This is an optimization exercise on Yosys and OpenROAD, whose aim is small area, a short achievable clock period and few clock cycles per item, not a production implementation.
At most, simulation tests tie the RTL to the original design; equivalence was not proved.
Function not checked in run 1: the RTL went through the layout flow alone.
Power and IR drop assume default switching activity.

==> flow/design.v, too long to show whole: its modules and the start of the top module <==
// module fpu_bpp: 10 lines
// module fpu_fa: 10 lines
// module fpu_mult_sa: 1260 lines
// module fpu_mult_sb: 382 lines
// module fpu_mult_arb: 107 lines
module fpu_mult_arb
#(
   parameter int NUM_REQ = 4
)(
   input  logic                    clk,
   input  logic                    rst,
   input  logic [NUM_REQ-1:0]      req_valid,
   output logic [NUM_REQ-1:0]      req_ready,
   input  logic [NUM_REQ*FP_W-1:0] req_a,
   input  logic [NUM_REQ*FP_W-1:0] req_b,
   output logic [NUM_REQ-1:0]      rsp_valid,
   input  logic [NUM_REQ-1:0]      rsp_ready,
   output logic [FP_W-1:0]         rsp_data,
   output logic                    busy
);
  // ...
==> flow/flow/run.sh <==
#!/bin/bash
# Layout flow: the standard layout (standard.sh: the standard synthesis,
# floorplan, power grid, placement, CTS and routing, all unchanged) with two
# settings of how the layout is made:
#   - every input and output port still gets its own buffer, but a
#     sky130_fd_sc_hd__buf_1 instead of the delay cell buffer_ports picks;
set -euo pipefail
MARGIN=5.5
cd "$(dirname "$0")/.."
bash standard.sh "BUFFER_PORTS_ARGS=-buffer_cell sky130_fd_sc_hd__buf_1" \
   "SETUP_SLACK_MARGIN=$MARGIN" finish > standard.log 2>&1
==> flow/standard.sh <==
#!/bin/bash
# synth_recipe.tcl (not shown) runs the flow's synth.tcl, then flattens the netlist and writes it again
# the make line also repeats each setting of config.mk as NAME=value (left out here)
make -C /OpenROAD-flow-scripts/flow DESIGN_CONFIG=/design/flow/config.mk WORK_HOME=/design/flow/orfs CLKGATE_MAP_FILE= SYNTH_SCRIPT=/design/flow/synth_recipe.tcl "${@:-finish}"
==> flow/config.mk <==
export PLATFORM = sky130hd
export DESIGN_NAME = fpu_mult_arb
export DESIGN_NICKNAME = fpu_mult_arb
export VERILOG_FILES = /design/flow/design.v
export SDC_FILE = /design/flow/constraint.sdc
export NUM_CORES = 4
export LEC_CHECK = 0
export CAP_MARGIN = 20
export CORE_MARGIN = 2
export CORE_UTILIZATION = 40
export SLEW_MARGIN = 20
export SYNTH_HIERARCHICAL = 1
export SYNTH_MINIMUM_KEEP_SIZE = 0
==> flow/constraint.sdc <==
create_clock -name core_clock -period 9.0 [get_ports {clk}]
set_input_delay 1.8000 -clock core_clock [delete_from_list [all_inputs] [get_ports {clk}]]
set_output_delay 1.8000 -clock core_clock [all_outputs]
set_load 0.01 [all_outputs]
==> results_dict.tcl, run 1 <==
set metrics [dict create \
    outcome "finished clean" \
    mostFrequentLayoutCells "xnor2_1, buf_1, a22oi_2" \
    clockBufferDepth 3 \
    whs_ns 0.335 \
    finalSetupTns_ns 0 \
    slew_viol_final 0 \
    grt_busiest_layer "met2" \
    synth-edff-count 64 \
    multi_input_comb_area_sq_um 17000 \
    sh_seq_area_pct 23.3 \
    grt_pass1_vias 19200 \
    dp.cells 2988 \
    gp_congestion 0.966 \
    crit_chain "fa_1, ha_4, nand4_1, a31oi_2, o21bai_2, buf_6, nand4_4, a41o_4, a31oi_4, a311oi_2, xnor2_2, buf_4, buf_12, nand3_4, nor2_4, nand3_2, xnor2_2" \
    ys_ff_latch 294 \
    seqCellArea_sq_um 6720 \
    num_antenna_cells 3 \
    top_layer_used "met4" \
    worstPathArrival_ns 4.07 \
    clock_latency_ns 0.57 \
    clkCellAreaFrac_pct 4.23 \
    drcViolationCount 0 \
    hp-class "register to register" \
    endpoint "r_d1[30]" \
    pg_comb_mw 5.67 \
]
==> module fpu_mult_arb, before the edit <==
module fpu_mult_arb
#(
   parameter int NUM_REQ = 4
)(
   input  logic                    clk,
   input  logic                    rst,
   input  logic [NUM_REQ-1:0]      req_valid,
   output logic [NUM_REQ-1:0]      req_ready,
   input  logic [NUM_REQ*FP_W-1:0] req_a,
   input  logic [NUM_REQ*FP_W-1:0] req_b,
   output logic [NUM_REQ-1:0]      rsp_valid,
   input  logic [NUM_REQ-1:0]      rsp_ready,
   output logic [FP_W-1:0]         rsp_data,
   output logic                    busy
);
   localparam int NC = MULT_CUT_W;
   logic [3:0]  r_ptr;       
   logic        r_v1;        
   logic [3:0]  r_rdy;       
   logic [1:0]  r_f;         
   logic [3:0]  r_o0, r_o1;  
   logic        r_wp;        
   logic        r_rp;        
   logic [3:0]  r_rv;        
   logic        r_busy;
   logic [22:0] r1_ma, r1_mb;
   logic [7:0]  r1_e;
   logic        r1_s;
   logic [NC-1:0] r2_cut;
   logic [7:0]  r2_e;
   logic        r2_s;
   logic [31:0] r_d0, r_d1;   
   wire [3:0] w_own1 = {r_ptr[0], r_ptr[3:1]};
   logic [31:0] w_a, w_b;
   always_comb begin
      w_a = '0;
      w_b = '0;
      for (int i = 0; i < 4; i++) begin
         w_a = w_a | (req_a[i*32 +: 32] & {32{r_ptr[i]}});
         w_b = w_b | (req_b[i*32 +: 32] & {32{r_ptr[i]}});
      end
   end
   logic [NC-1:0] w_cut;
   fpu_mult_sa u_sa (.ma(r1_ma), .mb(r1_mb), .cut(w_cut));
   logic [24:0] w_hi;
   fpu_mult_sb u_sb (.cut(r2_cut), .hi(w_hi));
   wire [7:0]  w_e1  = r2_e + 8'd1;
   wire [31:0] w_res = w_hi[24] ? {r2_s, w_e1, w_hi[23:1]} : {r2_s, r2_e, w_hi[22:0]};
   wire       w_taken = |(r_rv & rsp_ready);
   wire       w_acc   = |r_rdy;
   wire [1:0] w_wr    = {w_acc & r_wp, w_acc & ~r_wp};
   wire [1:0] w_rd    = {w_taken & r_rp, w_taken & ~r_rp};
   wire [1:0] w_f_n   = (r_f & ~w_rd) | w_wr;
   wire       w_rp_n  = r_rp ^ w_taken;
   wire [3:0] w_o0_n  = w_wr[0] ? r_rdy : r_o0;
   wire [3:0] w_o1_n  = w_wr[1] ? r_rdy : r_o1;
   wire       w_full  = &w_f_n;         
   wire       w_drop  = r_v1 & w_full;
   always_ff @(posedge clk or posedge rst) begin
      if (rst) begin
         r_ptr  <= 4'b0001;
         r_v1   <= 1'b0;
         r_rdy  <= '0;
         r_f    <= '0;
         r_o0   <= '0;
         r_o1   <= '0;
         r_wp   <= 1'b0;
         r_rp   <= 1'b0;
         r_rv   <= '0;
         r_busy <= 1'b0;
      end else begin
         r_f    <= w_f_n;
         r_o0   <= w_o0_n;
         r_o1   <= w_o1_n;
         r_wp   <= r_wp ^ w_acc;
         r_rp   <= w_rp_n;
         r_rv   <= w_rp_n ? (w_f_n[1] ? w_o1_n : 4'b0) : (w_f_n[0] ? w_o0_n : 4'b0);
         r_busy <= |w_f_n;
         if (w_drop) begin
            r_v1  <= 1'b0;
            r_rdy <= '0;
            r_ptr <= w_own1;
         end else begin
            r_v1  <= |(req_valid & r_ptr);
            r_rdy <= {4{r_v1}} & w_own1;
            r_ptr <= {r_ptr[2:0], r_ptr[3]};
         end
      end
   end
   always_ff @(posedge clk) begin
      r1_ma  <= w_a[22:0];
      r1_mb  <= w_b[22:0];
      r1_e   <= w_a[30:23] + w_b[30:23] + 8'd129;    
      r1_s   <= w_a[31] ^ w_b[31];
      r2_cut <= w_cut;
      r2_e   <= r1_e;
      r2_s   <= r1_s;
      if (w_wr[0])
         r_d0 <= w_res;
      if (w_wr[1])
         r_d1 <= w_res;
   end
   assign req_ready = r_rdy;
   assign rsp_valid = r_rv;
   assign rsp_data  = r_rp ? r_d1 : r_d0;
   assign busy      = r_busy;
endmodule
==> run 2: changes to the inputs <==
--- a/flow/design.v
+++ b/flow/design.v
@@ -1,16 +1,17 @@
 `default_nettype none
 package fpu_pkg;
    localparam int FP_W       = 32;
    localparam int EXP_MSB    = 30;
    localparam int EXP_LSB    = 23;
    localparam int SIGN_BIT   = 31;
    localparam int MAX_REQ    = 8;
    localparam int MULT_CUT_W = 140;
+   localparam int MULT_B_W   = 36;
 endpackage
 `default_nettype wire
 `default_nettype none
 module fpu_bpp (
    input  wire one,
    input  wire two,
    input  wire neg,
    input  wire a0,
@@ -24,26 +25,79 @@
    input  wire b,
    input  wire c,
    output wire s,
    output wire co
 );
    assign s  = a ^ b ^ c;
    assign co = (a & b) | (a & c) | (b & c);
 endmodule
-module fpu_mult_sa (
-   input  wire [22:0] ma,
+module fpu_mult_pre (
    input  wire [22:0] mb,
-   output wire [139:0] cut
+   output wire [35:0] bs
 );
    wire [24:0] B = {1'b0, 1'b1, mb};
-   wire [24:0] A = {1'b0, 1'b1, ma};
    wire neg0 = B[1];
    wire one0 = B[0] ^ 1'b0;
    wire two0 = (B[1] & ~B[0] & ~1'b0) | (~B[1] & B[0] & 1'b0);
+   assign bs[2:0] = {two0, one0, neg0};
+   wire neg1 = B[3];
+   wire one1 = B[2] ^ B[1];
+   wire two1 = (B[3] & ~B[2] & ~B[1]) | (~B[3] & B[2] & B[1]);
+   assign bs[5:3] = {two1, one1, neg1};
+   wire neg2 = B[5];
+   wire one2 = B[4] ^ B[3];
+   wire two2 = (B[5] & ~B[4] & ~B[3]) | (~B[5] & B[4] & B[3]);
+   assign bs[8:6] = {two2, one2, neg2};
+   wire neg3 = B[7];
+   wire one3 = B[6] ^ B[5];
+   wire two3 = (B[7] & ~B[6] & ~B[5]) | (~B[7] & B[6] & B[5]);
+   assign bs[11:9] = {two3, one3, neg3};
+   wire neg4 = B[9];
+   wire one4 = B[8] ^ B[7];
+   wire two4 = (B[9] & ~B[8] & ~B[7]) | (~B[9] & B[8] & B[7]);
+   assign bs[14:12] = {two4, one4, neg4};
+   wire neg5 = B[11];
+   wire one5 = B[10] ^ B[9];
+   wire two5 = (B[11] & ~B[10] & ~B[9]) | (~B[11] & B[10] & B[9]);
+   assign bs[17:15] = {two5, one5, neg5};
+   wire neg6 = B[13];
+   wire one6 = B[12] ^ B[11];
+   wire two6 = (B[13] & ~B[12] & ~B[11]) | (~B[13] & B[12] & B[11]);
+   assign bs[20:18] = {two6, one6, neg6};
+   wire neg7 = B[15];
+   wire one7 = B[14] ^ B[13];
+   wire two7 = (B[15] & ~B[14] & ~B[13]) | (~B[15] & B[14] & B[13]);
+   assign bs[23:21] = {two7, one7, neg7};
+   wire neg8 = B[17];
+   wire one8 = B[16] ^ B[15];
+   wire two8 = (B[17] & ~B[16] & ~B[15]) | (~B[17] & B[16] & B[15]);
+   assign bs[26:24] = {two8, one8, neg8};
+   wire neg9 = B[19];
+   wire one9 = B[18] ^ B[17];
+   wire two9 = (B[19] & ~B[18] & ~B[17]) | (~B[19] & B[18] & B[17]);
+   assign bs[29:27] = {two9, one9, neg9};
+   wire neg10 = B[21];
+   wire one10 = B[20] ^ B[19];
+   wire two10 = (B[21] & ~B[20] & ~B[19]) | (~B[21] & B[20] & B[19]);
+   assign bs[32:30] = {two10, one10, neg10};
+   wire neg11 = B[23];
+   wire one11 = B[22] ^ B[21];
+   wire two11 = (B[23] & ~B[22] & ~B[21]) | (~B[23] & B[22] & B[21]);
+   assign bs[35:33] = {two11, one11, neg11};
+endmodule
+module fpu_mult_sa (
+   input  wire [22:0] ma,
+   input  wire [35:0] bs,
+   output wire [139:0] cut
+);
+   wire [24:0] A = {1'b0, 1'b1, ma};
+   wire neg0 = bs[0];
+   wire one0 = bs[1];
+   wire two0 = bs[2];
    wire bp1 = (one0 & A[0]) ^ neg0;
    wire bp2;
    fpu_bpp u_bp2 (.one(one0), .two(two0), .neg(neg0), .a0(A[1]), .a1(A[0]), .p(bp2));
    wire bp3;
    fpu_bpp u_bp3 (.one(one0), .two(two0), .neg(neg0), .a0(A[2]), .a1(A[1]), .p(bp3));
    wire bp4;
    fpu_bpp u_bp4 (.one(one0), .two(two0), .neg(neg0), .a0(A[3]), .a1(A[2]), .p(bp4));
    wire bp5;
@@ -82,19 +136,19 @@
    fpu_bpp u_bp21 (.one(one0), .two(two0), .neg(neg0), .a0(A[20]), .a1(A[19]), .p(bp21));
    wire bp22;
    fpu_bpp u_bp22 (.one(one0), .two(two0), .neg(neg0), .a0(A[21]), .a1(A[20]), .p(bp22));
    wire bp23;
    fpu_bpp u_bp23 (.one(one0), .two(two0), .neg(neg0), .a0(A[22]), .a1(A[21]), .p(bp23));
    wire bp24 = (one0 | (two0 & A[22])) ^ neg0;
    wire bp25 = two0 ^ neg0;
    wire se_n0 = ~neg0;
-   wire neg1 = B[3];
-   wire one1 = B[2] ^ B[1];
-   wire two1 = (B[3] & ~B[2] & ~B[1]) | (~B[3] & B[2] & B[1]);
+   wire neg1 = bs[3];
+   wire one1 = bs[4];
+   wire two1 = bs[5];
    wire bp26 = (one1 & A[0]) ^ neg1;
    wire bp27;
    fpu_bpp u_bp27 (.one(one1), .two(two1), .neg(neg1), .a0(A[1]), .a1(A[0]), .p(bp27));
    wire bp28;
    fpu_bpp u_bp28 (.one(one1), .two(two1), .neg(neg1), .a0(A[2]), .a1(A[1]), .p(bp28));
    wire bp29;
    fpu_bpp u_bp29 (.one(one1), .two(two1), .neg(neg1), .a0(A[3]), .a1(A[2]), .p(bp29));
    wire bp30;
@@ -133,19 +187,19 @@
    fpu_bpp u_bp46 (.one(one1), .two(two1), .neg(neg1), .a0(A[20]), .a1(A[19]), .p(bp46));
    wire bp47;
    fpu_bpp u_bp47 (.one(one1), .two(two1), .neg(neg1), .a0(A[21]), .a1(A[20]), .p(bp47));
    wire bp48;
    fpu_bpp u_bp48 (.one(one1), .two(two1), .neg(neg1), .a0(A[22]), .a1(A[21]), .p(bp48));
    wire bp49 = (one1 | (two1 & A[22])) ^ neg1;
    wire bp50 = two1 ^ neg1;
    wire se51 = ~neg1;
-   wire neg2 = B[5];
-   wire one2 = B[4] ^ B[3];
-   wire two2 = (B[5] & ~B[4] & ~B[3]) | (~B[5] & B[4] & B[3]);
+   wire neg2 = bs[6];
+   wire one2 = bs[7];
+   wire two2 = bs[8];
    wire bp52 = (one2 & A[0]) ^ neg2;
    wire bp53;
    fpu_bpp u_bp53 (.one(one2), .two(two2), .neg(neg2), .a0(A[1]), .a1(A[0]), .p(bp53));
    wire bp54;
    fpu_bpp u_bp54 (.one(one2), .two(two2), .neg(neg2), .a0(A[2]), .a1(A[1]), .p(bp54));
    wire bp55;
    fpu_bpp u_bp55 (.one(one2), .two(two2), .neg(neg2), .a0(A[3]), .a1(A[2]), .p(bp55));
    wire bp56;
@@ -184,19 +238,19 @@
    fpu_bpp u_bp72 (.one(one2), .two(two2), .neg(neg2), .a0(A[20]), .a1(A[19]), .p(bp72));
    wire bp73;
    fpu_bpp u_bp73 (.one(one2), .two(two2), .neg(neg2), .a0(A[21]), .a1(A[20]), .p(bp73));
    wire bp74;
    fpu_bpp u_bp74 (.one(one2), .two(two2), .neg(neg2), .a0(A[22]), .a1(A[21]), .p(bp74));
    wire bp75 = (one2 | (two2 & A[22])) ^ neg2;
    wire bp76 = two2 ^ neg2;
    wire se77 = ~neg2;
-   wire neg3 = B[7];
-   wire one3 = B[6] ^ B[5];
-   wire two3 = (B[7] & ~B[6] & ~B[5]) | (~B[7] & B[6] & B[5]);
+   wire neg3 = bs[9];
+   wire one3 = bs[10];
+   wire two3 = bs[11];
    wire bp78 = (one3 & A[0]) ^ neg3;
    wire bp79;
    fpu_bpp u_bp79 (.one(one3), .two(two3), .neg(neg3), .a0(A[1]), .a1(A[0]), .p(bp79));
    wire bp80;
    fpu_bpp u_bp80 (.one(one3), .two(two3), .neg(neg3), .a0(A[2]), .a1(A[1]), .p(bp80));
    wire bp81;
    fpu_bpp u_bp81 (.one(one3), .two(two3), .neg(neg3), .a0(A[3]), .a1(A[2]), .p(bp81));
    wire bp82;
@@ -235,19 +289,19 @@
    fpu_bpp u_bp98 (.one(one3), .two(two3), .neg(neg3), .a0(A[20]), .a1(A[19]), .p(bp98));
    wire bp99;
    fpu_bpp u_bp99 (.one(one3), .two(two3), .neg(neg3), .a0(A[21]), .a1(A[20]), .p(bp99));
    wire bp100;
    fpu_bpp u_bp100 (.one(one3), .two(two3), .neg(neg3), .a0(A[22]), .a1(A[21]), .p(bp100));
    wire bp101 = (one3 | (two3 & A[22])) ^ neg3;
    wire bp102 = two3 ^ neg3;
    wire se103 = ~neg3;
-   wire neg4 = B[9];
-   wire one4 = B[8] ^ B[7];
-   wire two4 = (B[9] & ~B[8] & ~B[7]) | (~B[9] & B[8] & B[7]);
+   wire neg4 = bs[12];
+   wire one4 = bs[13];
+   wire two4 = bs[14];
    wire bp104 = (one4 & A[0]) ^ neg4;
    wire bp105;
    fpu_bpp u_bp105 (.one(one4), .two(two4), .neg(neg4), .a0(A[1]), .a1(A[0]), .p(bp105));
    wire bp106;
    fpu_bpp u_bp106 (.one(one4), .two(two4), .neg(neg4), .a0(A[2]), .a1(A[1]), .p(bp106));
    wire bp107;
    fpu_bpp u_bp107 (.one(one4), .two(two4), .neg(neg4), .a0(A[3]), .a1(A[2]), .p(bp107));
    wire bp108;
@@ -286,19 +340,19 @@
    fpu_bpp u_bp124 (.one(one4), .two(two4), .neg(neg4), .a0(A[20]), .a1(A[19]), .p(bp124));
    wire bp125;
    fpu_bpp u_bp125 (.one(one4), .two(two4), .neg(neg4), .a0(A[21]), .a1(A[20]), .p(bp125));
    wire bp126;
    fpu_bpp u_bp126 (.one(one4), .two(two4), .neg(neg4), .a0(A[22]), .a1(A[21]), .p(bp126));
    wire bp127 = (one4 | (two4 & A[22])) ^ neg4;
    wire bp128 = two4 ^ neg4;
    wire se129 = ~neg4;
-   wire neg5 = B[11];
-   wire one5 = B[10] ^ B[9];
-   wire two5 = (B[11] & ~B[10] & ~B[9]) | (~B[11] & B[10] & B[9]);
+   wire neg5 = bs[15];
+   wire one5 = bs[16];
+   wire two5 = bs[17];
    wire bp130 = (one5 & A[0]) ^ neg5;
    wire bp131;
    fpu_bpp u_bp131 (.one(one5), .two(two5), .neg(neg5), .a0(A[1]), .a1(A[0]), .p(bp131));
    wire bp132;
    fpu_bpp u_bp132 (.one(one5), .two(two5), .neg(neg5), .a0(A[2]), .a1(A[1]), .p(bp132));
    wire bp133;
    fpu_bpp u_bp133 (.one(one5), .two(two5), .neg(neg5), .a0(A[3]), .a1(A[2]), .p(bp133));
    wire bp134;
@@ -337,19 +391,19 @@
    fpu_bpp u_bp150 (.one(one5), .two(two5), .neg(neg5), .a0(A[20]), .a1(A[19]), .p(bp150));
    wire bp151;
    fpu_bpp u_bp151 (.one(one5), .two(two5), .neg(neg5), .a0(A[21]), .a1(A[20]), .p(bp151));
    wire bp152;
    fpu_bpp u_bp152 (.one(one5), .two(two5), .neg(neg5), .a0(A[22]), .a1(A[21]), .p(bp152));
    wire bp153 = (one5 | (two5 & A[22])) ^ neg5;
    wire bp154 = two5 ^ neg5;
    wire se155 = ~neg5;
-   wire neg6 = B[13];
-   wire one6 = B[12] ^ B[11];
-   wire two6 = (B[13] & ~B[12] & ~B[11]) | (~B[13] & B[12] & B[11]);
+   wire neg6 = bs[18];
+   wire one6 = bs[19];
+   wire two6 = bs[20];
    wire bp156 = (one6 & A[0]) ^ neg6;
    wire bp157;
    fpu_bpp u_bp157 (.one(one6), .two(two6), .neg(neg6), .a0(A[1]), .a1(A[0]), .p(bp157));
    wire bp158;
    fpu_bpp u_bp158 (.one(one6), .two(two6), .neg(neg6), .a0(A[2]), .a1(A[1]), .p(bp158));
    wire bp159;
    fpu_bpp u_bp159 (.one(one6), .two(two6), .neg(neg6), .a0(A[3]), .a1(A[2]), .p(bp159));
    wire bp160;
@@ -388,19 +442,19 @@
    fpu_bpp u_bp176 (.one(one6), .two(two6), .neg(neg6), .a0(A[20]), .a1(A[19]), .p(bp176));
    wire bp177;
    fpu_bpp u_bp177 (.one(one6), .two(two6), .neg(neg6), .a0(A[21]), .a1(A[20]), .p(bp177));
    wire bp178;
    fpu_bpp u_bp178 (.one(one6), .two(two6), .neg(neg6), .a0(A[22]), .a1(A[21]), .p(bp178));
    wire bp179 = (one6 | (two6 & A[22])) ^ neg6;
    wire bp180 = two6 ^ neg6;
    wire se181 = ~neg6;
-   wire neg7 = B[15];
-   wire one7 = B[14] ^ B[13];
-   wire two7 = (B[15] & ~B[14] & ~B[13]) | (~B[15] & B[14] & B[13]);
+   wire neg7 = bs[21];
+   wire one7 = bs[22];
+   wire two7 = bs[23];
    wire bp182 = (one7 & A[0]) ^ neg7;
    wire bp183;
    fpu_bpp u_bp183 (.one(one7), .two(two7), .neg(neg7), .a0(A[1]), .a1(A[0]), .p(bp183));
    wire bp184;
    fpu_bpp u_bp184 (.one(one7), .two(two7), .neg(neg7), .a0(A[2]), .a1(A[1]), .p(bp184));
    wire bp185;
    fpu_bpp u_bp185 (.one(one7), .two(two7), .neg(neg7), .a0(A[3]), .a1(A[2]), .p(bp185));
    wire bp186;
@@ -439,19 +493,19 @@
    fpu_bpp u_bp202 (.one(one7), .two(two7), .neg(neg7), .a0(A[20]), .a1(A[19]), .p(bp202));
    wire bp203;
    fpu_bpp u_bp203 (.one(one7), .two(two7), .neg(neg7), .a0(A[21]), .a1(A[20]), .p(bp203));
    wire bp204;
    fpu_bpp u_bp204 (.one(one7), .two(two7), .neg(neg7), .a0(A[22]), .a1(A[21]), .p(bp204));
    wire bp205 = (one7 | (two7 & A[22])) ^ neg7;
    wire bp206 = two7 ^ neg7;
    wire se207 = ~neg7;
-   wire neg8 = B[17];
-   wire one8 = B[16] ^ B[15];
-   wire two8 = (B[17] & ~B[16] & ~B[15]) | (~B[17] & B[16] & B[15]);
+   wire neg8 = bs[24];
+   wire one8 = bs[25];
+   wire two8 = bs[26];
    wire bp208 = (one8 & A[0]) ^ neg8;
    wire bp209;
    fpu_bpp u_bp209 (.one(one8), .two(two8), .neg(neg8), .a0(A[1]), .a1(A[0]), .p(bp209));
    wire bp210;
    fpu_bpp u_bp210 (.one(one8), .two(two8), .neg(neg8), .a0(A[2]), .a1(A[1]), .p(bp210));
    wire bp211;
    fpu_bpp u_bp211 (.one(one8), .two(two8), .neg(neg8), .a0(A[3]), .a1(A[2]), .p(bp211));
    wire bp212;
@@ -490,19 +544,19 @@
    fpu_bpp u_bp228 (.one(one8), .two(two8), .neg(neg8), .a0(A[20]), .a1(A[19]), .p(bp228));
    wire bp229;
    fpu_bpp u_bp229 (.one(one8), .two(two8), .neg(neg8), .a0(A[21]), .a1(A[20]), .p(bp229));
    wire bp230;
    fpu_bpp u_bp230 (.one(one8), .two(two8), .neg(neg8), .a0(A[22]), .a1(A[21]), .p(bp230));
    wire bp231 = (one8 | (two8 & A[22])) ^ neg8;
    wire bp232 = two8 ^ neg8;
    wire se233 = ~neg8;
-   wire neg9 = B[19];
-   wire one9 = B[18] ^ B[17];
-   wire two9 = (B[19] & ~B[18] & ~B[17]) | (~B[19] & B[18] & B[17]);
+   wire neg9 = bs[27];
+   wire one9 = bs[28];
+   wire two9 = bs[29];
    wire bp234 = (one9 & A[0]) ^ neg9;
    wire bp235;
    fpu_bpp u_bp235 (.one(one9), .two(two9), .neg(neg9), .a0(A[1]), .a1(A[0]), .p(bp235));
    wire bp236;
    fpu_bpp u_bp236 (.one(one9), .two(two9), .neg(neg9), .a0(A[2]), .a1(A[1]), .p(bp236));
    wire bp237;
    fpu_bpp u_bp237 (.one(one9), .two(two9), .neg(neg9), .a0(A[3]), .a1(A[2]), .p(bp237));
    wire bp238;
@@ -541,19 +595,19 @@
    fpu_bpp u_bp254 (.one(one9), .two(two9), .neg(neg9), .a0(A[20]), .a1(A[19]), .p(bp254));
    wire bp255;
    fpu_bpp u_bp255 (.one(one9), .two(two9), .neg(neg9), .a0(A[21]), .a1(A[20]), .p(bp255));
    wire bp256;
    fpu_bpp u_bp256 (.one(one9), .two(two9), .neg(neg9), .a0(A[22]), .a1(A[21]), .p(bp256));
    wire bp257 = (one9 | (two9 & A[22])) ^ neg9;
    wire bp258 = two9 ^ neg9;
    wire se259 = ~neg9;
-   wire neg10 = B[21];
-   wire one10 = B[20] ^ B[19];
-   wire two10 = (B[21] & ~B[20] & ~B[19]) | (~B[21] & B[20] & B[19]);
+   wire neg10 = bs[30];
+   wire one10 = bs[31];
+   wire two10 = bs[32];
    wire bp260 = (one10 & A[0]) ^ neg10;
    wire bp261;
    fpu_bpp u_bp261 (.one(one10), .two(two10), .neg(neg10), .a0(A[1]), .a1(A[0]), .p(bp261));
    wire bp262;
    fpu_bpp u_bp262 (.one(one10), .two(two10), .neg(neg10), .a0(A[2]), .a1(A[1]), .p(bp262));
    wire bp263;
    fpu_bpp u_bp263 (.one(one10), .two(two10), .neg(neg10), .a0(A[3]), .a1(A[2]), .p(bp263));
    wire bp264;
@@ -592,19 +646,19 @@
    fpu_bpp u_bp280 (.one(one10), .two(two10), .neg(neg10), .a0(A[20]), .a1(A[19]), .p(bp280));
    wire bp281;
    fpu_bpp u_bp281 (.one(one10), .two(two10), .neg(neg10), .a0(A[21]), .a1(A[20]), .p(bp281));
    wire bp282;
    fpu_bpp u_bp282 (.one(one10), .two(two10), .neg(neg10), .a0(A[22]), .a1(A[21]), .p(bp282));
    wire bp283 = (one10 | (two10 & A[22])) ^ neg10;
    wire bp284 = two10 ^ neg10;
    wire se285 = ~neg10;
-   wire neg11 = B[23];
-   wire one11 = B[22] ^ B[21];
-   wire two11 = (B[23] & ~B[22] & ~B[21]) | (~B[23] & B[22] & B[21]);
+   wire neg11 = bs[33];
+   wire one11 = bs[34];
+   wire two11 = bs[35];
    wire bp286 = (one11 & A[0]) ^ neg11;
    wire bp287;
    fpu_bpp u_bp287 (.one(one11), .two(two11), .neg(neg11), .a0(A[1]), .a1(A[0]), .p(bp287));
    wire bp288;
    fpu_bpp u_bp288 (.one(one11), .two(two11), .neg(neg11), .a0(A[2]), .a1(A[1]), .p(bp288));
    wire bp289;
    fpu_bpp u_bp289 (.one(one11), .two(two11), .neg(neg11), .a0(A[3]), .a1(A[2]), .p(bp289));
    wire bp290;
@@ -1694,39 +1748,41 @@
    logic        r_v1;        
    logic [3:0]  r_rdy;       
    logic [1:0]  r_f;         
    logic [3:0]  r_o0, r_o1;  
    logic        r_wp;        
    logic        r_rp;        
    logic [3:0]  r_rv;        
    logic        r_busy;
-   logic [22:0] r1_ma, r1_mb;
+   logic [22:0] r1_ma;
+   logic [MULT_B_W-1:0] r1_bs;    
    logic [7:0]  r1_e;
    logic        r1_s;
    logic [NC-1:0] r2_cut;
-   logic [7:0]  r2_e;
+   logic [7:0]  r2_e, r2_e1;      
    logic        r2_s;
    logic [31:0] r_d0, r_d1;   
    wire [3:0] w_own1 = {r_ptr[0], r_ptr[3:1]};
    logic [31:0] w_a, w_b;
    always_comb begin
       w_a = '0;
       w_b = '0;
       for (int i = 0; i < 4; i++) begin
          w_a = w_a | (req_a[i*32 +: 32] & {32{r_ptr[i]}});
          w_b = w_b | (req_b[i*32 +: 32] & {32{r_ptr[i]}});
       end
    end
+   logic [MULT_B_W-1:0] w_bs;
+   fpu_mult_pre u_pre (.mb(w_b[22:0]), .bs(w_bs));
    logic [NC-1:0] w_cut;
-   fpu_mult_sa u_sa (.ma(r1_ma), .mb(r1_mb), .cut(w_cut));
+   fpu_mult_sa u_sa (.ma(r1_ma), .bs(r1_bs), .cut(w_cut));
    logic [24:0] w_hi;
    fpu_mult_sb u_sb (.cut(r2_cut), .hi(w_hi));
-   wire [7:0]  w_e1  = r2_e + 8'd1;
-   wire [31:0] w_res = w_hi[24] ? {r2_s, w_e1, w_hi[23:1]} : {r2_s, r2_e, w_hi[22:0]};
+   wire [31:0] w_res = w_hi[24] ? {r2_s, r2_e1, w_hi[23:1]} : {r2_s, r2_e, w_hi[22:0]};
    wire       w_taken = |(r_rv & rsp_ready);
    wire       w_acc   = |r_rdy;
    wire [1:0] w_wr    = {w_acc & r_wp, w_acc & ~r_wp};
    wire [1:0] w_rd    = {w_taken & r_rp, w_taken & ~r_rp};
    wire [1:0] w_f_n   = (r_f & ~w_rd) | w_wr;
    wire       w_rp_n  = r_rp ^ w_taken;
    wire [3:0] w_o0_n  = w_wr[0] ? r_rdy : r_o0;
    wire [3:0] w_o1_n  = w_wr[1] ? r_rdy : r_o1;
@@ -1760,21 +1816,22 @@
             r_v1  <= |(req_valid & r_ptr);
             r_rdy <= {4{r_v1}} & w_own1;
             r_ptr <= {r_ptr[2:0], r_ptr[3]};
          end
       end
    end
    always_ff @(posedge clk) begin
       r1_ma  <= w_a[22:0];
-      r1_mb  <= w_b[22:0];
+      r1_bs  <= w_bs;
       r1_e   <= w_a[30:23] + w_b[30:23] + 8'd129;    
       r1_s   <= w_a[31] ^ w_b[31];
       r2_cut <= w_cut;
       r2_e   <= r1_e;
+      r2_e1  <= r1_e + 8'd1;
       r2_s   <= r1_s;
       if (w_wr[0])
          r_d0 <= w_res;
       if (w_wr[1])
          r_d1 <= w_res;
    end
    assign req_ready = r_rdy;
    assign rsp_valid = r_rv;
==> flow/flow/run.sh (replaced) <==
#!/bin/bash
# Layout flow: the standard layout (standard.sh: the standard synthesis,
# floorplan, power grid, placement, CTS and routing, all unchanged) with two
# settings of how the layout is made:
#   - every input and output port still gets its own buffer, but a
#     sky130_fd_sc_hd__buf_1 instead of the delay cell buffer_ports picks;
set -euo pipefail
MARGIN=5.0
cd "$(dirname "$0")/.."
bash standard.sh "BUFFER_PORTS_ARGS=-buffer_cell sky130_fd_sc_hd__buf_1" \
   "SETUP_SLACK_MARGIN=$MARGIN" finish > standard.log 2>&1
==> run 2 against run 1 <==
  * Still clean
  * First-iteration DRC count shrank 13%
  * Sequential share of layout area grew 2.8 points
  * Clock power shrank 6%
  * Worst setup slack lost 0.085 ns
  * Sequential power grew 5%
  * Combinational power shrank 14%
  * Final cell count shrank 3.0%
  * Critical path type unchanged
  * Largest cell class unchanged
  * Largest power group unchanged
==> results_dict.tcl, run 2 <==
set metrics [dict create \
    swShare_pct 39.7 \
    num_rows 91 \
    preCtsSetupSlack_ns 4.91 \
    coreArea_sq_um 61500 \
    netlist_area_sq_um 24800 \
    worstPathArrival_ns 4.14 \
    final_area_sq_um 27100 \
    largest_register_ffs 140 \
    ant_nets 0 \
    cellLeakagePower_nw 9.37 \
    synth_top_area_share_pct 21.0 \
    slew_viol_final 0 \
    portBuffers 306 \
    cp.required_ns 9.28 \
    grt_start_max_net_pins 67 \
    setup_ws_ns 5.14 \
    vias 17300 \
    cts_root_buf "clkbuf_16" \
    path_common_cell "a21o_1" \
    wl_per_cell_microns 23.5 \
    clockBufferDepth 3 \
    pwr-share-seq_pct 28.6 \
    clockPowerShare_pct 15.9 \
    die_area_sq_um 64100 \
    cpMaxStageDelayCell "fa_1" \
    ys_warn_count 7 \
    die_h_microns 253 \
    vdd_drop_max_v 0.000241 \
    dpl_cell_area_sq_um 26000 \
    dp_hpwl_microns 47100 \
    clock_sinks 315 \
    drcViolationCount 0 \
    yosys.area_share.simple_pct 3.20 \
    hold_buffers 0 \
    synth_top_area_cell "fa_1" \
    viasPerCell 5.68 \
    path_class "register to register" \
    globalRouteTotalUtil_pct 22.4 \
    synth-edff-count 64 \
    nFillCells 5677 \
    top_regs "r2_cut x140, r1_bs x36" \
    syn_inst 2030 \
    yosysMostFrequentCell "xnor2_1" \
    mostFrequentLayoutCells "xnor2_1, buf_1, a22oi_2" \
    cp_max_fo 31 \
    numCtsBuffers 36 \
    fin_crit_ns 3.86 \
    cts.clk_slew.worst_paths_ns 0.06 \
    cts_tree "yes" \
    setup_viol 0 \
    clock-skew-final_ns 0.0275 \
    layout.nets 2848 \
    post_cts_buffers 0 \
    postLayoutCoreUtil_pct 44.1 \
    crit_chain "fa_1, ha_1, a21o_1, a21o_1, nor2_1, nand4_2, a41o_2, a31oi_1, a311oi_2, xnor2_2, buf_12, mux2_2" \
    synth-compound-area-share_pct 19.8 \
    antenna_found_initial 0 \
    first_pass_iters 7 \
    area_growth_pct 9.30 \
    critPathMaxStageDelay_ns 0.48 \
    finalNonFillerCells 3042 \
    synthFlopType "dfxtp_1" \
    finalSetupTns_ns 0 \
    grt_pass1_wl_microns 110000 \
    ys_async_sr_fraction_pct 8.25 \
    p_int_mw 5.31 \
    rsz0062_at_grt "false" \
    fmax_ghz 0.259 \
    muxShareOfSynthArea_pct 3.38 \
    synth_fa_ha_area_share_pct 25.9 \
    regMostFlops "r2_cut" \
    cap_viol_max_count 0 \
    clock_latency_ns 0.56 \
    drive_gt1_share_pct 21.5 \
    min_period_over_period_pct 42.8 \
    outcome "finished clean" \
    p_switching_mw 3.49 \
    p_total_mw 8.80 \
    dieWidth_microns 253 \
    yosys-top-cells-count "xnor2_1, a22oi_2, fa_1" \
    overflow 0 \
    crit_path_end_kind "register" \
    ff2ff_path_depth 12 \
    worstHoldPathCells 0 \
    ys_ff_latch 315 \
    startpoint_type "register" \
    drt_iter0_drc 1219 \
    yosysSeqAreaShare_pct 28.5 \
    worst_pin_slew_ns 0.960 \
    synth_top_family_by_area "adder cells" \
    combPwrFrac_pct 55.6 \
    whs_ns 0.332 \
    hp-class "register to register" \
    dp.cells 2976 \
    ys_types 53 \
    avgSynthCellArea_sq_um 12.2 \
    relSlewSlack_pct 36.0 \
    gp_congestion 0.903 \
    grt_pass1_vias 18400 \
    ioPinCount 307 \
    hold_viol 0 \
    wirelength_microns 71500 \
    layout_commonest_cell "xnor2_1" \
    start_util_pct 40.4 \
    htree_levels 2 \
    p_per_area_nw_per_um2 324 \
    ys_top_cells_by_area "fa_1, dfxtp_1, a22oi_2" \
    synth-xor-area-share_pct 12.2 \
]
[run 2: cell count changes after synthesis, moves of 10 or more]
cell	previous run	this run
buf_4	146	177
nand2_1	97	84
nand3_1	21	10
dfxtp_1	204	225
xnor2_1	301	320
nor2_1	41	24
o21ai_0	40	13
nand3b_1	0	10
[run 2: final cells by class]
cell class / count / area, sq um / share of cell area, %
inverters: 62 / 233 / 0.858
clock buffers: 42 / 963 / 3.55
multi-input cells: 1440 / 16100 / 59.2
repair buffers: 369 / 1630 / 6.02
clock inverters: 23 / 173 / 0.636
diodes: 1 / 2.50 / 0.00922
well taps: 790 / 988 / 3.64
flip-flops and latches: 315 / 7090 / 26.1
[run 2: modules after synthesis, one instance, submodules excluded]
module / flops+latches / cell area [sq um] / times used
fpu_mult_pre: 0 / 576 / 1
fpu_mult_arb: 315 / 9930 / 1
fpu_fa: 0 / 20.0 / 258
fpu_mult_sa: 0 / 2060 / 1
fpu_mult_sb: 0 / 1480 / 1
fpu_bpp: 0 / 21.3 / 264
[run 2: power by group through the flow]
stage / Sequential, mW / Combinational [mW] / Clock, mW
finish: 2.51 / 4.89 / 1.40
global route: 2.56 / 5.47 / 1.48
CTS: 2.52 / 4.87 / 1.43
detailed placement: 2.55 / 4.81 / 0
global placement: 2.52 / 4.72 / 0
floorplan: 2.56 / 3.97 / 0
[run 2: what timing repair did]
action,in CTS,in global routing
pin swaps,0,1
resized for setup,2,8
setup endpoints to repair,62,62
[run 2: worst max-delay path, delay by kind of cell (launching register included)]
| family | cells | cell delay, ns |
|---|---|---|
| adder cells (fa/ha/maj) | 2 | 0.78 |
| AO/OA/AOI/OAI | 5 | 1.20 |
| multiplexers | 1 | 0.37 |
| AND/OR/NAND/NOR | 2 | 0.47 |
| XOR/XNOR | 1 | 0.20 |
| flip-flops | 1 | 0.31 |
| buffers and inverters | 1 | 0.23 |
[run 2: final timing paths]
| kind | slack (ns) | start | endpoint |
|---|---|---|---|
| min in group asynchronous | 1.44 | rst | r_rdy[0] |
| worst min register to register | 0.33 | r1_s | r2_s |
| worst max-delay path | 5.14 | r2_cut[59] | r_d0[3] |
| worst min-delay path | 0.33 | r1_s | r2_s |
| max in group asynchronous | 6.92 | rst | r_ptr[1] |
| worst max register to register | 5.14 | r2_cut[59] | r_d0[3] |
[run 2: cell families (layout without fill, tap and decap cells)]
| family | count (synthesis) | count (layout) |
|---|---|---|
| flops | 315 | 315 |
| fa+ha+maj | 358 | 358 |
| mux | 75 | 75 |
| compound gates | 490 | 490 |
| xor+xnor | 346 | 346 |
| buf+inv | 275 | 496 |
| other cells | 2 | 3 |
| simple gates | 169 | 169 |
[run 2: per-layer routing]
| layer | global-route usage [%] | wire length [microns] | up-vias |
|---|---|---|---|
| met5 | 0 | 0 | - |
| met4 | 7.22 | 1920 | 0 |
| met3 | 3.85 | 4830 | 169 |
| met2 | 38.9 | 35100 | 728 |
| met1 | 28.3 | 29600 | 8911 |
| li1 | - | - | 7459 |
Testbench counts of run 2, summed over its fixed seeds: cycles 3,224, items 3,200.
==> run 3: changes to the inputs <==
--- a/flow/flow/run.sh
+++ b/flow/flow/run.sh
@@ -5,7 +5,7 @@
 #   - every input and output port still gets its own buffer, but a
 #     sky130_fd_sc_hd__buf_1 instead of the delay cell buffer_ports picks;
 set -euo pipefail
-MARGIN=5.0
+MARGIN=6.0
 cd "$(dirname "$0")/.."
 bash standard.sh "BUFFER_PORTS_ARGS=-buffer_cell sky130_fd_sc_hd__buf_1" \
    "SETUP_SLACK_MARGIN=$MARGIN" finish > standard.log 2>&1
==> run 3 against run 2 <==
  * Clock skew is 0.0036 ns lower
  * Sequential power is 2% higher
  * Wire length is 16% higher
  * Power is 15% higher
  * Still clean on timing, DRC and antenna
  * Clock power is 12% higher
  * Via count is 4.9% higher
  * Register-to-register slack better by 0.20 ns
  * Sequential cell count stayed put
  * Highest routed layer unchanged
  * Design area is 12% higher
  * Combinational power is 22% higher
  * Largest cell class unchanged
  * Critical path depth is 1 higher
==> results_dict.tcl, run 3 <==
set metrics [dict create \
    outcome "finished clean" \
    gp_congestion 0.956 \
    num_rows 91 \
    path_class "register to register" \
    coreArea_sq_um 61500 \
    yosys-top-cells-count "xnor2_1, a22oi_2, fa_1" \
    min_period_over_period_pct 40.6 \
    rsz0062_at_grt "true" \
    dp_hpwl_microns 47500 \
    layout.nets 2974 \
    muxShareOfSynthArea_pct 3.38 \
    worst_pin_slew_ns 1.04 \
    slew_viol_final 0 \
    avgSynthCellArea_sq_um 12.2 \
    start_util_pct 40.4 \
    synth-xor-area-share_pct 12.2 \
    ys_top_cells_by_area "fa_1, dfxtp_1, a22oi_2" \
    ys_async_sr_fraction_pct 8.25 \
    fmax_ghz 0.274 \
    setup_viol 0 \
    ys_ff_latch 315 \
    vias 18100 \
    ioPinCount 307 \
    yosys.area_share.simple_pct 3.20 \
    drt_iter0_drc 1379 \
    clock_sinks 315 \
    die_area_sq_um 64100 \
    cts_tree "yes" \
    cts.clk_slew.worst_paths_ns 0.06 \
    wirelength_microns 83300 \
    route.met3.wl_microns 7170 \
    multi_input_comb_area_sq_um 16600 \
    yosysMostFrequentCell "xnor2_1" \
    mostFrequentLayoutCells "xnor2_1, a22oi_2, buf_1" \
    fin_crit_ns 3.65 \
    ant_nets 0 \
    antenna_found_initial 0 \
    dpl_cell_area_sq_um 26000 \
    hp-class "register to register" \
    regMostFlops "r2_cut" \
    netlist_area_sq_um 24800 \
    syn_inst 2030 \
    synth_fa_ha_area_share_pct 25.9 \
    num_antenna_cells 0 \
    nFillCells 5325 \
    met2WireLength_microns 40000 \
    reg2reg_to "r_d1[26]" \
    cp.required_ns 9.31 \
    synth_top_area_cell "fa_1" \
    htree_levels 2 \
    grt_start_max_net_pins 67 \
    ys_types 53 \
    ff2ff_path_depth 13 \
    top_layer_used "met4" \
    vdd_drop_max_v 0.000214 \
    cts_root_buf "clkbuf_16" \
    numCtsBuffers 37 \
    wl_per_cell_microns 26.3 \
    finalSetupTns_ns 0 \
    relSlewSlack_pct 31.0 \
    p_per_area_nw_per_um2 331 \
    seqCellArea_sq_um 7280 \
    clock_latency_ns 0.57 \
    synth_top_area_share_pct 21.0 \
    viasPerCell 5.72 \
    worstPathArrival_ns 3.96 \
    drcViolationCount 0 \
    cap_viol_max_count 0 \
    clockBufferDepth 3 \
    dieWidth_microns 253 \
    wl_met1_microns 32800 \
    top_regs "r2_cut x140, r1_bs x36" \
    synth_top_family_by_area "adder cells" \
    endpoint "r_d1[26]" \
    largest_register_ffs 140 \
    crit_path_end_kind "register" \
    clock-skew-final_ns 0.0239 \
    yosysSeqAreaShare_pct 28.5 \
    cp_max_fo 8 \
    grt_pass1_vias 18900 \
    cellLeakagePower_nw 11.1 \
    globalRouteTotalUtil_pct 25.2 \
    die_h_microns 253 \
    synth-compound-area-share_pct 19.8 \
    rr_startpoint "r2_cut[37]" \
    first_pass_iters 6 \
    grt_pass1_wl_microns 120000 \
    overflow 0 \
    postLayoutCoreUtil_pct 49.6 \
    final_area_sq_um 30500 \
    synth-edff-count 64 \
    ys_warn_count 7 \
    drive_gt1_share_pct 31.2 \
    synthFlopType "dfxtp_1" \
    portBuffers 306 \
    crit_start "r2_cut[37]" \
    hold_viol 0 \
    rrSetupSlack_ns 5.35 \
    area_growth_pct 22.8 \
    layout_commonest_cell "xnor2_1" \
    startpoint_type "register" \
]
## run 3: cell counts after synthesis
Identical to the previous run, type by type.
## run 3: power by group
group | internal (mW) | total, mW | switching (mW)
clock | 0.955 | 1.57 | 0.613
combinational | 3.00 | 5.95 | 2.95
sequential | 2.30 | 2.57 | 0.271
total | 6.26 | 10.1 | 3.83
## run 3: repair_timing
item	CTS	global route
hold buffers	0	0
gates cloned	4	2
pin swaps	22	7
setup buffers	74	92
resized for setup	50	157
endpoints found under the setup margin	135	122
## run 3: Yosys stat by module, one instance, submodules excluded
module,area [sq um],cells inside,times used
fpu_mult_arb,9930,703,1
fpu_mult_sa,2060,269,1
fpu_mult_sb,1480,191,1
fpu_mult_pre,576,81,1
fpu_bpp,21.3,2,264
fpu_fa,20.0,1,258
## run 3: worst min path at each step
stage             from  cells after the start  endpoint  slack [ns]
2_1_floorplan     r1_s                      0      r2_s        0.31
3_3_place_gp   r1_e[6]                      0   r2_e[6]        0.39
3_5_place_dp   r1_e[6]                      0   r2_e[6]        0.38
4_1_cts        r1_e[6]                      0   r2_e[6]        0.40
5_1_grt        r1_e[3]                      0   r2_e[3]        0.41
6_report       r1_e[7]                      0   r2_e[7]        0.40
## run 3: final cells by class
type / count / share of cell area [%]
Tap cell: 790 / 3.24
Timing Repair Buffer: 494 / 13.5
Inverter: 62 / 0.764
Clock inverter: 13 / 0.649
Clock buffer: 54 / 3.55
Multi-Input combinational cell: 1440 / 54.4
Sequential cell: 315 / 23.9
## run 3: per-stage QoR
step           setup slack [ns]  power [mW]  hold slack [ns]  std cells
2_1_floorplan              5.57        6.90            0.310       2030
3_3_place_gp               4.74        7.59            0.388       2928
3_5_place_dp               4.67        7.74            0.383       2928
4_1_cts                    5.36        9.72            0.399       3073
5_1_grt                    5.21        10.8            0.407       3168
6_report                   5.35        10.1            0.399       3168
## run 3: kinds of logic after synthesis
group	after synthesis
compound gates	490
fa+ha+maj	358
xor+xnor	346
flops	315
buf+inv	275
simple gates	169
mux	75
other cells	2
## run 3: critical path, cell delays in order (launching register included)
cell and delay (ns):
dfxtp_2 0.32, fa_1 0.50, ha_1 0.33, nand4_1 0.17, nor3_2 0.27, o21ai_2 0.14, nand4_4 0.14, a41o_4 0.28
a31oi_4 0.10, a311oi_4 0.34, xnor2_2 0.18, buf_6 0.16, buf_12 0.14, mux2_4 0.31
## run 3: metal layers
metal	global-route usage [%]	up-vias
li1	-	7717
met1	31.7	9256
met2	42.2	942
met3	5.67	204
met4	9.92	0
met5	0	-
==> run 4: changes to the inputs <==
--- a/flow/flow/run.sh
+++ b/flow/flow/run.sh
@@ -5,7 +5,7 @@
 #   - every input and output port still gets its own buffer, but a
 #     sky130_fd_sc_hd__buf_1 instead of the delay cell buffer_ports picks;
 set -euo pipefail
-MARGIN=6.0
+MARGIN=5.5
 cd "$(dirname "$0")/.."
 bash standard.sh "BUFFER_PORTS_ARGS=-buffer_cell sky130_fd_sc_hd__buf_1" \
    "SETUP_SLACK_MARGIN=$MARGIN" finish > standard.log 2>&1
--- a/flow/config.mk
+++ b/flow/config.mk
@@ -8,6 +8,8 @@
 export CAP_MARGIN = 20
 export CORE_MARGIN = 2
 export CORE_UTILIZATION = 40
+export CTS_BUF_LIST = sky130_fd_sc_hd__clkbuf_4 sky130_fd_sc_hd__clkbuf_8
+export CTS_CLUSTER_SIZE = 30
 export SLEW_MARGIN = 20
 export SYNTH_HIERARCHICAL = 1
 export SYNTH_MINIMUM_KEEP_SIZE = 0
==> run 4 against run 3 <==
  * Via count decreased by 3.6%
  * Sequential share of layout area increased by 1.5 points
  * Combinational power decreased by 5.2%
  * Clock-buffer cell count increased by 11
  * Critical path type is now register to primary output
  * Critical endpoint is now rsp_data[4]
==> results_dict.tcl, run 4 <==
set metrics [dict create \
    viasPerCell 5.66 \
    first_pass_iters 5 \
    hold_buffers 0 \
    swShare_pct 38.0 \
    clock_latency_ns 0.67 \
    outcome "finished clean" \
    grt_pass1_wl_microns 115000 \
    hp-class "register to register" \
    synth-edff-count 64 \
    antenna_found_initial 1 \
    clock-skew-final_ns 0.0305 \
    ys_warn_count 7 \
    ant_nets 0 \
    worst_pin_slew_ns 0.982 \
    p_int_mw 6.04 \
    min_period_over_period_pct 40.4 \
    dieWidth_microns 253 \
    coreArea_sq_um 61500 \
    relSlewSlack_pct 34.5 \
    ys_top_cells_by_area "fa_1, dfxtp_1, a22oi_2" \
    die_h_microns 253 \
    synth_top_area_cell "fa_1" \
    htree_levels 2 \
    drive_gt1_share_pct 24.8 \
    worstPathArrival_ns 1.84 \
    dp_hpwl_microns 49000 \
    worstHoldPathCells 0 \
    area_growth_pct 12.5 \
    largest_register_ffs 140 \
    cap_viol_max_count 0 \
    layout_commonest_cell "xnor2_1" \
    vias 17500 \
    layout.nets 2876 \
    regMostFlops "r2_cut" \
    clockBufferDepth 3 \
    p_per_area_nw_per_um2 349 \
    vdd_drop_max_v 0.000223 \
    finalSetupTns_ns 0 \
    fmax_ghz 0.275 \
    yosysMostFrequentCell "xnor2_1" \
    combPwrFrac_pct 57.9 \
    yosys-top-cells-count "xnor2_1, a22oi_2, fa_1" \
    die_area_sq_um 64100 \
    ys_ff_latch 315 \
    num_rows 91 \
    p_switching_mw 3.70 \
    yosysSeqAreaShare_pct 28.5 \
    syn_inst 2030 \
    synthFlopType "dfxtp_1" \
    ys_types 53 \
    grt_start_max_net_pins 66 \
    drcViolationCount 0 \
    clockPowerShare_pct 16.1 \
    startpoint_type "register" \
    start_util_pct 40.4 \
    ys_async_sr_fraction_pct 8.25 \
    mostFrequentLayoutCells "xnor2_1, buf_1, a22oi_2" \
    slew_viol_final 0 \
    cts.clk_slew.worst_paths_ns 0.06 \
    postLayoutCoreUtil_pct 45.4 \
    setup_viol 0 \
    avgSynthCellArea_sq_um 12.2 \
    grt_pass1_vias 19100 \
    numCtsBuffers 53 \
    fin_crit_ns 3.64 \
    path_class "register to primary output" \
    gp_congestion 0.927 \
    rsz0062_at_grt "true" \
    cts_tree "yes" \
    crit_path_end_kind "primary output" \
    overflow 0 \
    cp.required_ns 7.20 \
    wl_per_cell_microns 24.5 \
    ff2ff_path_depth 13 \
    portBuffers 306 \
    drt_iter0_drc 1183 \
    cp_max_fo 8 \
    netlist_area_sq_um 24800 \
    cts_root_buf "clkbuf_8" \
    synth_top_area_share_pct 21.0 \
    pwr-share-seq_pct 25.9 \
    wirelength_microns 75600 \
    top_regs "r2_cut x140, r1_bs x36" \
    clock_sinks 315 \
    ioPinCount 307 \
    globalRouteTotalUtil_pct 23.7 \
    hold_viol 0 \
    cellLeakagePower_nw 9.85 \
]
## run 4: cell types whose count changed in the layout (fill, tap and decap cells not counted), sizes merged
cell	previous run	this run
diode	0	1
inv	62	67
buf	489	376
clkinv	9	19
bufinv	4	10
clkbuf	59	69
## run 4: path summary, 6_finish.rpt
kind,end,slack (ns),start
max,rsp_data[4],5.36,r_rp
min,r2_s,0.33,r1_s
max reg2reg,r_d0[21],5.39,r2_cut[8]
min reg2reg,r2_s,0.33,r1_s
max in group asynchronous,r_rp,7.02,rst
min in group asynchronous,r_busy,1.33,rst
## run 4: per-module statistics from Yosys (local to each module, per instance)
module / flip-flops and latches / cells / copies in the design / cell area [sq um]
fpu_mult_sb: 0 / 191 / 1 / 1480
fpu_mult_sa: 0 / 269 / 1 / 2060
fpu_bpp: 0 / 2 / 264 / 21.3
fpu_mult_pre: 0 / 81 / 1 / 576
fpu_fa: 0 / 1 / 258 / 20.0
fpu_mult_arb: 315 / 703 / 1 / 9930
## run 4: kinds of logic after synthesis
group           Yosys count  share of synthesized area (%)
xor+xnor                346                           12.2
other cells               2                         0.0303
compound gates          490                           19.8
simple gates            169                           3.20
buf+inv                 275                           6.92
fa+ha+maj               358                           25.9
flops                   315                           28.5
mux                      75                           3.38
## run 4: area by class of cell
cell class | count | area [sq um]
Multi-Input combinational cell | 1440 | 16400
Antenna cell | 1 | 2.50
Tap cell | 790 | 988
Sequential cell | 315 | 7090
Inverter | 62 | 233
Fill cell | 5661 | 33600
Timing Repair Buffer | 380 | 1930
Clock buffer | 65 | 876
Clock inverter | 34 | 447
## run 4: repair_timing
action,in CTS,in global routing
gates cloned,5,0
setup endpoints to repair,94,110
resized for setup,51,65
pin swaps,10,4
setup buffers,5,2
## run 4: routing by layer
layer | global-route usage [%] | vias up | share of wire (%)
li1 | - | 7538 | -
met1 | 30.0 | 9006 | 41
met2 | 41.0 | 773 | 50
met3 | 4.32 | 152 | 7.2
met4 | 7.79 | 0 | 2.6
met5 | 0 | - | 0
## run 4: through the flow
step	hold WS (ns)	worst slack [ns]	std cells	power (mW)	area, sq um
2_1_floorplan	0.310	5.50	2030	6.53	24900
3_3_place_gp	0.316	4.97	2975	7.20	26000
3_5_place_dp	0.315	4.93	2975	7.30	26000
4_1_cts	0.329	5.32	3084	9.45	27700
5_1_grt	0.347	5.29	3087	10.4	27900
6_report	0.328	5.36	3087	9.74	27900
## run 4: critical path, stage by stage (launching register included)
cell,delay (ns)
dfrtp_2,0.45
buf_12,0.15
buf_16,0.14
mux2_4,0.30
buf_6,0.12
## run 4: power by group through the flow
stage / clock, mW / combinational (mW) / sequential, mW
after floorplan: 0 / 3.98 / 2.56
after global placement: 0 / 4.67 / 2.53
after detailed placement: 0 / 4.75 / 2.55
after CTS: 1.61 / 5.31 / 2.53
after global routing: 1.67 / 6.19 / 2.57
final: 1.57 / 5.64 / 2.52
==> run 5: changes to the inputs <==
--- a/flow/config.mk
+++ b/flow/config.mk
@@ -8,8 +8,6 @@
 export CAP_MARGIN = 20
 export CORE_MARGIN = 2
 export CORE_UTILIZATION = 40
-export CTS_BUF_LIST = sky130_fd_sc_hd__clkbuf_4 sky130_fd_sc_hd__clkbuf_8
-export CTS_CLUSTER_SIZE = 30
 export SLEW_MARGIN = 20
 export SYNTH_HIERARCHICAL = 1
 export SYNTH_MINIMUM_KEEP_SIZE = 0
==> run 5 against run 4 <==
  * Register-to-register slack worse by 0.03 ns
  * Sequential power about the same
  * Clock power down 3%
==> results_dict.tcl, run 5 <==
set metrics [dict create \
    layout_commonest_cell "xnor2_1" \
    yosys-top-cells-count "xnor2_1, a22oi_2, fa_1" \
    drt_iter0_drc 1218 \
    pwr-share-seq_pct 25.8 \
    largest_register_ffs 140 \
    vias 17400 \
    nFillCells 5619 \
    swShare_pct 37.8 \
    multi_input_comb_area_sq_um 16400 \
    htree_levels 2 \
    ys_async_sr_fraction_pct 8.25 \
    startpoint_type "register" \
    crit_chain "fa_1, ha_1, a21o_1, a21o_1, a21oi_2, nand4_4, a41o_4, a31oi_4, a311oi_2, xnor2_2, buf_4, clkbuf_16, mux2_4" \
    globalRouteTotalUtil_pct 23.5 \
    die_h_microns 253 \
    worst_pin_slew_ns 0.967 \
    numCtsBuffers 36 \
    crit_buf_inv 2 \
    dieWidth_microns 253 \
    synth-edff-count 64 \
    rsz0062_at_grt "true" \
    cp_max_fo 8 \
    cts_root_buf "clkbuf_16" \
    grt_pass1_wl_microns 114000 \
    relSlewSlack_pct 35.5 \
    ys_types 53 \
    start_util_pct 40.4 \
    portBuffers 306 \
    syn_inst 2030 \
    p_switching_mw 3.70 \
    synth_top_area_share_pct 21.0 \
    ys_top_cells_by_area "fa_1, dfxtp_1, a22oi_2" \
    worstPathArrival_ns 3.95 \
    viasPerCell 5.69 \
    ys_ff_latch 315 \
    wirelength_microns 75200 \
    yosysSeqAreaShare_pct 28.5 \
    p_per_area_nw_per_um2 350 \
    top_regs "r2_cut x140, r1_bs x36" \
    grt_start_max_net_pins 66 \
    vdd_drop_max_v 0.000219 \
    clock_sinks 315 \
    regMostFlops "r2_cut" \
    grt_pass1_vias 19000 \
    synthFlopType "dfxtp_1" \
    fin_crit_ns 3.64 \
    drive_gt1_share_pct 24.5 \
    area_growth_pct 13.0 \
    ys_warn_count 7 \
    p_int_mw 6.10 \
    preCtsSetupSlack_ns 4.93 \
    synth_top_area_cell "fa_1" \
    seqCellArea_sq_um 7100 \
    setup_viol 0 \
    yosysMostFrequentCell "xnor2_1" \
    clock-skew-final_ns 0.0196 \
    cap_viol_max_count 0 \
    overflow 0 \
    critPathMaxStageDelay_ns 0.49 \
    dp_hpwl_microns 49000 \
    hp-class "register to register" \
    clockPowerShare_pct 15.5 \
    die_area_sq_um 64100 \
    ioPinCount 307 \
    slew_viol_final 0 \
    cts.clk_slew.worst_paths_ns 0.06 \
    wl_per_cell_microns 24.6 \
    ant_nets 0 \
    fmax_ghz 0.275 \
    hold_viol 0 \
    clock_latency_ns 0.57 \
    netlist_area_sq_um 24800 \
    avgSynthCellArea_sq_um 12.2 \
    antenna_found_initial 1 \
    clockBufferDepth 3 \
    min_period_over_period_pct 40.4 \
    outcome "finished clean" \
    coreArea_sq_um 61500 \
    crit_path_end_kind "register" \
    gp_congestion 0.927 \
    finalSetupTns_ns 0 \
    cp.required_ns 9.31 \
    first_pass_iters 5 \
    cpMaxStageDelayCell "fa_1" \
    path_class "register to register" \
    num_rows 91 \
    drcViolationCount 0 \
    path_common_cell "a21o_1" \
    crit_family "compound AO/OA/AOI/OAI gates" \
    layout.nets 2859 \
    combPwrFrac_pct 58.6 \
    cellLeakagePower_nw 9.96 \
    cts_tree "yes" \
    setup_ws_ns 5.36 \
    mostFrequentLayoutCells "xnor2_1, buf_1, a22oi_2" \
]
run 5: cell types whose count changed in the layout (fill, tap and decap cells not counted), moves of 4 or more:
cell	change
buf_1	-18
clkinvlp_4	+4
clkinv_1	-6
clkbuf_16	+40
mux2_2	-25
bufinv_16	-7
clkbuf_8	-58
clkinv_2	-4
buf_6	+20
mux2_4	+25
run 5: per-stage QoR:
step	instances	power, mW	utilization [%]	hold slack (ns)	cell area [sq um]
finish	3054	9.81	45.6	0.316	28100
global route	3054	10.5	45.6	0.331	28100
CTS	3047	9.16	44.7	0.312	27500
detailed placement	2975	7.30	42.3	0.315	26000
global placement	2975	7.20	42.3	0.316	26000
floorplan	2030	6.53	-	0.310	24900
run 5: final timing paths:
kind | cells after the start | slack [ns] | end | from
max | 13 | 5.36 | r_d1[4] | r2_cut[48]
min | 0 | 0.32 | r2_s | r1_s
max reg2reg | 13 | 5.36 | r_d1[4] | r2_cut[48]
min reg2reg | 0 | 0.32 | r2_s | r1_s
max in group asynchronous | 2 | 6.92 | r_ptr[1] | rst
min in group asynchronous | 2 | 1.42 | r_busy | rst
run 5: cell families (layout without fill, tap and decap cells):
kind of cell | Yosys count | after routing | share of synthesized area, %
mux | 75 | 75 | 3.38
other cells | 2 | 3 | 0.0303
fa+ha+maj | 358 | 358 | 25.9
xor+xnor | 346 | 346 | 12.2
simple gates | 169 | 169 | 3.20
compound gates | 490 | 490 | 19.8
buf+inv | 275 | 508 | 6.92
flops | 315 | 315 | 28.5
run 5: layout make-up:
type / instances / share of cell area (%)
antenna: 1 / 0.00892
clock buffer: 44 / 3.54
timing repair buffer: 380 / 7.39
inverter: 62 / 0.830
tap: 790 / 3.52
sequential: 315 / 25.3
clock inverter: 22 / 0.923
multi-input combinational: 1440 / 58.5
run 5: repair_timing:
item                       4_1_cts  5_1_grt
setup endpoints to repair       94      109
pin swaps                       14       11
gates resized for setup         39      159
cloned                           2        4
hold endpoints to repair         0        0
buffers inserted                 4        2
hold buffers                     0        0
run 5: worst register-to-register path: stages (launching register included):
cell,delay [ns]
dfxtp_2,0.32
fa_1,0.49
ha_1,0.32
a21o_1,0.18
a21o_1,0.16
a21oi_2,0.22
nand4_4,0.17
a41o_4,0.37
a31oi_4,0.15
a311oi_2,0.14
xnor2_2,0.21
buf_4,0.18
clkbuf_16,0.17
mux2_4,0.32
run 5: per-layer routing:
layer / share of wire [%] / GRT usage (%)
met5: 0 / 0
met2: 50 / 40.3
met3: 6.2 / 4.24
met1: 41 / 29.9
met4: 2.7 / 7.98
run 5: Yosys stat by module, one instance, submodules excluded:
| module | cells inside | cell area, sq um | flops+latches |
|---|---|---|---|
| fpu_mult_pre | 81 | 576 | 0 |
| fpu_mult_arb | 703 | 9930 | 315 |
| fpu_mult_sa | 269 | 2060 | 0 |
| fpu_fa | 1 | 20.0 | 0 |
| fpu_mult_sb | 191 | 1480 | 0 |
| fpu_bpp | 2 | 21.3 | 0 |
run 5: power groups by stage:
stage | Clock, mW | Sequential (mW) | Combinational [mW]
after floorplan | 0 | 2.56 | 3.98
after global placement | 0 | 2.53 | 4.67
after detailed placement | 0 | 2.55 | 4.75
after CTS | 1.55 | 2.52 | 5.09
after global routing | 1.61 | 2.58 | 6.31
final | 1.52 | 2.54 | 5.75

## separate check: timing with driven ports
The flow's constraints put no driver on any port. The routed layouts listed below were extracted and timed again, unchanged, in two steps.
Step 1: set_driving_cell puts a clkbuf_16 on clk and a buf_2 on each other input, an assumption about the parent block.
Step 2 times the ports against the registers' clock, not the clock port: input delays grow and output delays shrink by t, the midpoint of the rising clock arrivals with the driver on.
Three values: ideal ports, drivers, drivers and shift; two values: the first two.
run	t (ns)	setup WS [ns]	worst setup path after step 2	worst data-port slew with drivers (ns)	pins driven straight from the clock port
run 1	0.622	5.229 / 5.229 / 5.186	input to register	0.11	1
run 2	0.601	5.144 / 5.144 / 4.957	input to register	0.10	1
run 3	0.615	5.347 / 5.329 / 5.247	input to register	0.07	1
run 4	0.706	5.363 / 5.306 / 5.198	input to register	0.09	1
run 5	0.620	5.360 / 5.336 / 5.206	input to register	0.09	1
After both steps setup and hold are still met in every run listed. The setup slack of run 2, which loses most, moves by 0.000 ns with the drivers and by -0.187 ns with both steps.
